Context: an optimization exercise on an open-source flow, tuned for small area, a short achievable clock period and few clock cycles per item. The choices shown serve that exercise and are no tape-out recipe. In this exercise RTL edits were held to simulation tests only and were not proved equivalent to the original.

==> flow/design.v (outline; a module is shown in full before it is edited, if it fits) <==
// module aes_ks_front: 53 lines
// module aes_ks_back: 49 lines
// module aes_sbox_benc: 13 lines
// module aes128_block_cipher: 6195 lines
module aes128_block_cipher (
    input  logic          aclk,
    input  logic          aresetn,
    input  logic          cfg_wr_en,
    input  logic [1:0]    cfg_index,
    input  logic [63:0]   cfg_data,
    input  logic          s_valid,
    output logic          s_ready,
    input  logic [63:0]   s_block_upper,
    input  logic [63:0]   s_block_lower,
    output logic          m_valid,
    input  logic          m_ready,
    output logic [63:0]   m_result_upper,
    output logic [63:0]   m_result_lower
);
  // ...
==> flow/run.sh <==
#!/bin/bash
# synth_recipe.tcl (not shown) runs the flow's synth.tcl, then flattens the netlist and writes it again
# the make line also repeats each setting of config.mk as NAME=value (left out here)
make -C /OpenROAD-flow-scripts/flow DESIGN_CONFIG=/design/flow/config.mk WORK_HOME=/design/flow/orfs CLKGATE_MAP_FILE= SYNTH_SCRIPT=/design/flow/synth_recipe.tcl finish
==> flow/config.mk <==
export PLATFORM = sky130hd
export DESIGN_NAME = aes128_block_cipher
export DESIGN_NICKNAME = aes128_block_cipher
export VERILOG_FILES = /design/flow/design.v
export SDC_FILE = /design/flow/constraint.sdc
export NUM_CORES = 8
export LEC_CHECK = 0
export ABC_AREA = 1
export CAP_MARGIN = 20
export CORE_MARGIN = 2
export CORE_UTILIZATION = 30
export PLACE_DENSITY = 0.4
export SETUP_SLACK_MARGIN = 5.0
export SLEW_MARGIN = 20
==> flow/constraint.sdc <==
create_clock -name core_clock -period 8.0 [get_ports {aclk}]
set_input_delay 1.6000 -clock core_clock [delete_from_list [all_inputs] [get_ports {aclk}]]
set_output_delay 1.6000 -clock core_clock [all_outputs]
set_load 0.01 [all_outputs]
==> run_results.csv, run 1 <==
group,metric,value,unit
outcome,status,"timing/DRC/antenna clean",
logic_synthesis,muxShareOfSynthArea,0.0116,
place,place_ws,2840,ps
drt,drcViolationCount,0,
layout,n_all_buffers,792,
logic_synthesis,ys_warn_count,1,
drt,drtAntennaViolNets,0,
logic_synthesis,syn_area,0.182,mm^2
place,port_buffers,328,
die,rows,285,
min_path,min_to,"lst[2]",
layout,layout.area.top_class,"multi-input gates",
logic_synthesis,yosys-top-cells-area,"edfxtp_1 36%, xor2_1 16%, nand2_1 12%",
global_route,antenna_found_initial,113,
die,initial_core_util,0.302,
worst_setup_path,path_delay_family,"flip-flops",
layout,final_cell_area,0.213,mm^2
logic_synthesis,synth_top_family_by_area,"XOR/XNOR gates",
layout,final-clk-cell-share,0.0514,
clock_tree,clkTransAtPathRegs,60,ps
worst_setup_path,worst-path-buf-inv,1,
worst_setup_path,rr_worst_depth,6,
global_route,grt_overflow,0,
place,place_congestion,0.981,
layout,multi_input_cells,16700,
clock_tree,cts_tree,"done",
drt,wl,829000,um
logic_synthesis,ys_seq_area_frac,0.395,
sta,holdWs,367,ps
layout,multi_input_area,0.104,mm^2
worst_setup_path,arrival,2140,ps
layout,inv_count,1923,
logic_synthesis,synth-adder-area-share,0.000688,
layout,fill_cells,62600,
run,max_cap_violations,0,
layout,final_cell_mix,"5,748 x nand2_1, 3,088 x xor2_1, 2,151 x edfxtp_1",
worst_setup_path,r2r_start,"lst[7]",
Testbench counts, summed over its fixed seeds: cycles 9,024, blocks 1,536.
==> inputs of run 2 (changes only) <==
--- a/flow/config.mk
+++ b/flow/config.mk
@@ -10,5 +10,5 @@
 export CORE_MARGIN = 2
 export CORE_UTILIZATION = 30
 export PLACE_DENSITY = 0.4
-export SETUP_SLACK_MARGIN = 5.0
+export SETUP_SLACK_MARGIN = 4.5
 export SLEW_MARGIN = 20
==> run 2 against run 1 <==
  * Still clean
  * Count of clock-buffer cells in the layout did not move
  * Worst hold slack got worse by 17 ps
  * Design area is 3.0% lower
  * Sequential cell count is the same
  * Critical path depth unchanged
  * Synthesized cell count is the same
  * Core utilization shrank 1.1 points
  * Global-route usage decreased by 0.50 points
  * Via count down 1.4%
  * Sequential share of layout area rose by 1.1 points
  * Critical endpoint unchanged
  * Largest cell class unchanged
==> run_results.csv, run 2 <==
group,metric,value,unit
outcome,status,"timing/DRC/antenna clean",
min_path,min_to,"lst[2]",
global_route,grtUsageTotal,0.252,
min_path,holdPathStages,0,
global_route,grt_overflow,0,
layout,seq_area,0.0719,mm^2
clock_tree,clockBufferDepth,4,
layout,final_layout_size_suffix_gt1_frac,0.0684,
logic_synthesis,syn_inst,21900,
min_path,hp-class,"flop to flop",
drt,wl,806000,um
die,initial_core_util,0.302,
logic_synthesis,synth_top_family_by_area,"XOR/XNOR gates",
sta,final-setup-viol-count,0,
clock_tree,numCtsBuffers,328,
logic_synthesis,synth_ff_type,"edfxtp_1",
die,die_area,0.612,mm^2
drt,drcViolationCount,0,
logic_synthesis,synth_edf_count,2151,
worst_setup_path,critPathLaunchType,"flop",
logic_synthesis,yosysTopAreaCellShare,0.355,
logic_synthesis,synth-adder-area-share,0.000688,
sta,skew,101,ps
worst_setup_path,r2r_start,"lst[7]",
logic_synthesis,synth.most_common_cell,"nand2_1",
drt,viasPerCell,4.85,
layout,syn2layout_area_growth,13.4,%
logic_synthesis,ys_seq_area_frac,0.395,
global_route,grt_pass1_wl,1090000,um
clock_tree,clkSinkCount,2515,
min_path,hp-start,"lst[1]",
die,die_h,783,um
place,place_congestion,0.981,
worst_setup_path,worst-path-buf-inv,1,
sta,post-route-period-util,0.470,
layout,fill_cells,63000,
run,max_cap_violations,0,
die,ios,329,
layout,final_util,0.342,
sta,hold_viol_final,0,
clock_tree,htree_levels,5,
sta,worst_pin_slew,1300,ps
die,coreArea,0.603,mm^2
layout,final_nets,22200,
worst_setup_path,path_delay_family,"flip-flops",
sta,min_period,3760,ps
drt,num_vias,147000,
logic_synthesis,synth-simple-area-share,0.187,
worst_setup_path,rr_worst_depth,6,
logic_synthesis,yosys-top-cells-area,"edfxtp_1 36%, xor2_1 16%, nand2_1 12%",
layout,final_cell_mix,"5,816 x nand2_1, 3,186 x xor2_1, 2,151 x edfxtp_1",
worst_setup_path,crit_path_end_kind,"primary output",
place,dp_hpwl,650000,um
clock_tree,clkTransAtPathRegs,60,ps
worst_setup_path,worst_path_max_delay_cell,"edfxtp_1",
logic_synthesis,synth-compound-area-share,0.0855,
global_route,grt_max_degree,168,
logic_synthesis,syn_area,0.182,mm^2
clock_tree,clk_latency,1040,ps
drt,firstDrtPassIters,6,
logic_synthesis,synth_seq_cells,2515,
sta,tns,0,ps
sta,max_freq,266,MHz
worst_setup_path,cp.required,6400,ps
worst_setup_path,rr_endpoint,"r1[30]",
die,rows,285,
worst_setup_path,worst_path_largest_cell_delay,900,ps
global_route,grt_pass1_vias,137000,
sta,drv_slew,0,
global_route,antenna_found_initial,118,
worst_setup_path,r2r_slack,4420,ps
logic_synthesis,synth_commonest_cells,"5,827 x nand2_1, 3,237 x xor2_1, 2,151 x edfxtp_1",
place,port_buffers,328,
drt,drtAntennaViolNets,0,
logic_synthesis,async_flop_share,0,
layout,multi_input_area,0.101,mm^2
clock_tree,cts_tree,"done",
worst_setup_path,crit_chain,"buf_2",
logic_synthesis,yosysUniqueCellTypes,64,
logic_synthesis,synth_xor_area_frac,0.262,
worst_setup_path,arrival,2160,ps
clock_tree,hold_buffers,0,
layout,layout_commonest_cell,"nand2_1",
logic_synthesis,muxShareOfSynthArea,0.0116,
sta,maxSlewHeadroom,0.126,
drt,drt_iter0_markers,14800,
worst_setup_path,path_class,"flop to primary output",
logic_synthesis,ys_warn_count,1,
worst_setup_path,crit_fanout,1,
logic_synthesis,yosys.area.top_type,"edfxtp_1",
sta,rsz0062_at_grt,"true",
clock_tree,cts_root_buf,"clkbuf_16",
layout,reg_top3,"u0s1: 352 flops, u1s1: 352 flops",
logic_synthesis,synth_area_per_cell,8.31,um^2
logic_synthesis,syn_nets,22100,
drt,wire_per_inst,26.5,um
die,die_x,783,um
run 2: changes by cell type in the layout (fill, tap and decap cells not counted), sizes merged, moves of 2 or more:
cell | before | now
clkdlybuf4s15 | 0 | 13
dlygate4sd2 | 0 | 113
dlymetal6s2s | 3 | 0
buf | 569 | 202
clkdlybuf4s50 | 193 | 197
clkinv | 140 | 138
bufbuf | 12 | 2
clkbuf | 424 | 413
run 2: how the worst max path moves through the flow:
stage	start	end	slack [ps]	cells past startpoint
after floorplan	oa_v	c_rcon[3]	2400	14
after global placement	cfg_wr_en	c_rcon[3]	2790	15
after detailed placement	cfg_wr_en	c_rcon[3]	2840	15
after CTS	oa[92]	m_result_upper[28]	4240	1
after global routing	oa[92]	m_result_upper[28]	4230	1
final	oa[92]	m_result_upper[28]	4240	1
run 2: per-layer routing:
layer	GRT usage	routed length, um
met1	0.348	358000
met2	0.388	351000
met3	0.0352	51300
met4	0.121	45800
met5	0	87
run 2: area by class of cell:
type / count / share of cell area
Sequential cell: 2515 / 0.349
Timing Repair Buffer: 531 / 0.0259
Antenna cell: 44 / 0.000534
Inverter: 1920 / 0.0353
Tap cell: 8036 / 0.0488
Clock inverter: 195 / 0.00988
Multi-Input combinational cell: 16700 / 0.488
Clock buffer: 409 / 0.0431
run 2: cell families (layout without fill, tap and decap cells):
logic type,after synthesis,in the layout
xor gates and xnor gates,5361,5361
buffers and inverters,2655,3055
DFF,2515,2515
other,0,44
AOI/OAI and AO/OA,2900,2900
and+or+nand+nor,8246,8247
adders and majority gates,10,10
muxes,195,195
run 2: stage by stage:
step | cell area, um^2 | hold slack (ps) | worst slack (ps) | instances
final | 206000 | 351 | 4240 | 30400
after global routing | 206000 | 394 | 4230 | 30300
after CTS | 206000 | 370 | 4240 | 30300
after detailed placement | 194000 | 388 | 2840 | 29700
after global placement | 194000 | 397 | 2790 | 29700
after floorplan | 182000 | 326 | 2400 | 21900
run 2: what timing repair did:
item	in CTS	in global routing
pin swaps	1	2
cloned	3	3
setup buffers	3	10
setup endpoints to repair	1114	416
hold endpoints to repair	0	0
gates resized for setup	218	73

-- port drivers added, routing unchanged --
No port has a modelled driver above. Below, the same layouts with a new extraction and two added sets of constraints.
Step 1: set_driving_cell puts a clkbuf_16 on aclk and a buf_2 on each other input, an assumption about the parent block.
Step 2 times the ports against the registers' clock, not the clock port: input delays grow and output delays shrink by t, the midpoint of the rising clock arrivals with the driver on.
a / b / c = no drivers / after step 1 / after step 2; a / b = the first two.
run	t (ns)	slack for setup (ns)	worst setup path after step 2	worst slew at a driven data input, ns
run 1	1.123	4.259 / 4.125 / 3.953	input to register	0.18
run 2	1.119	4.242 / 4.110 / 3.482	input to register	0.17
After both steps setup and hold are still met in every run listed. The setup slack of run 2, which loses most, moves by -0.132 ns with the drivers and by -0.760 ns with both steps.
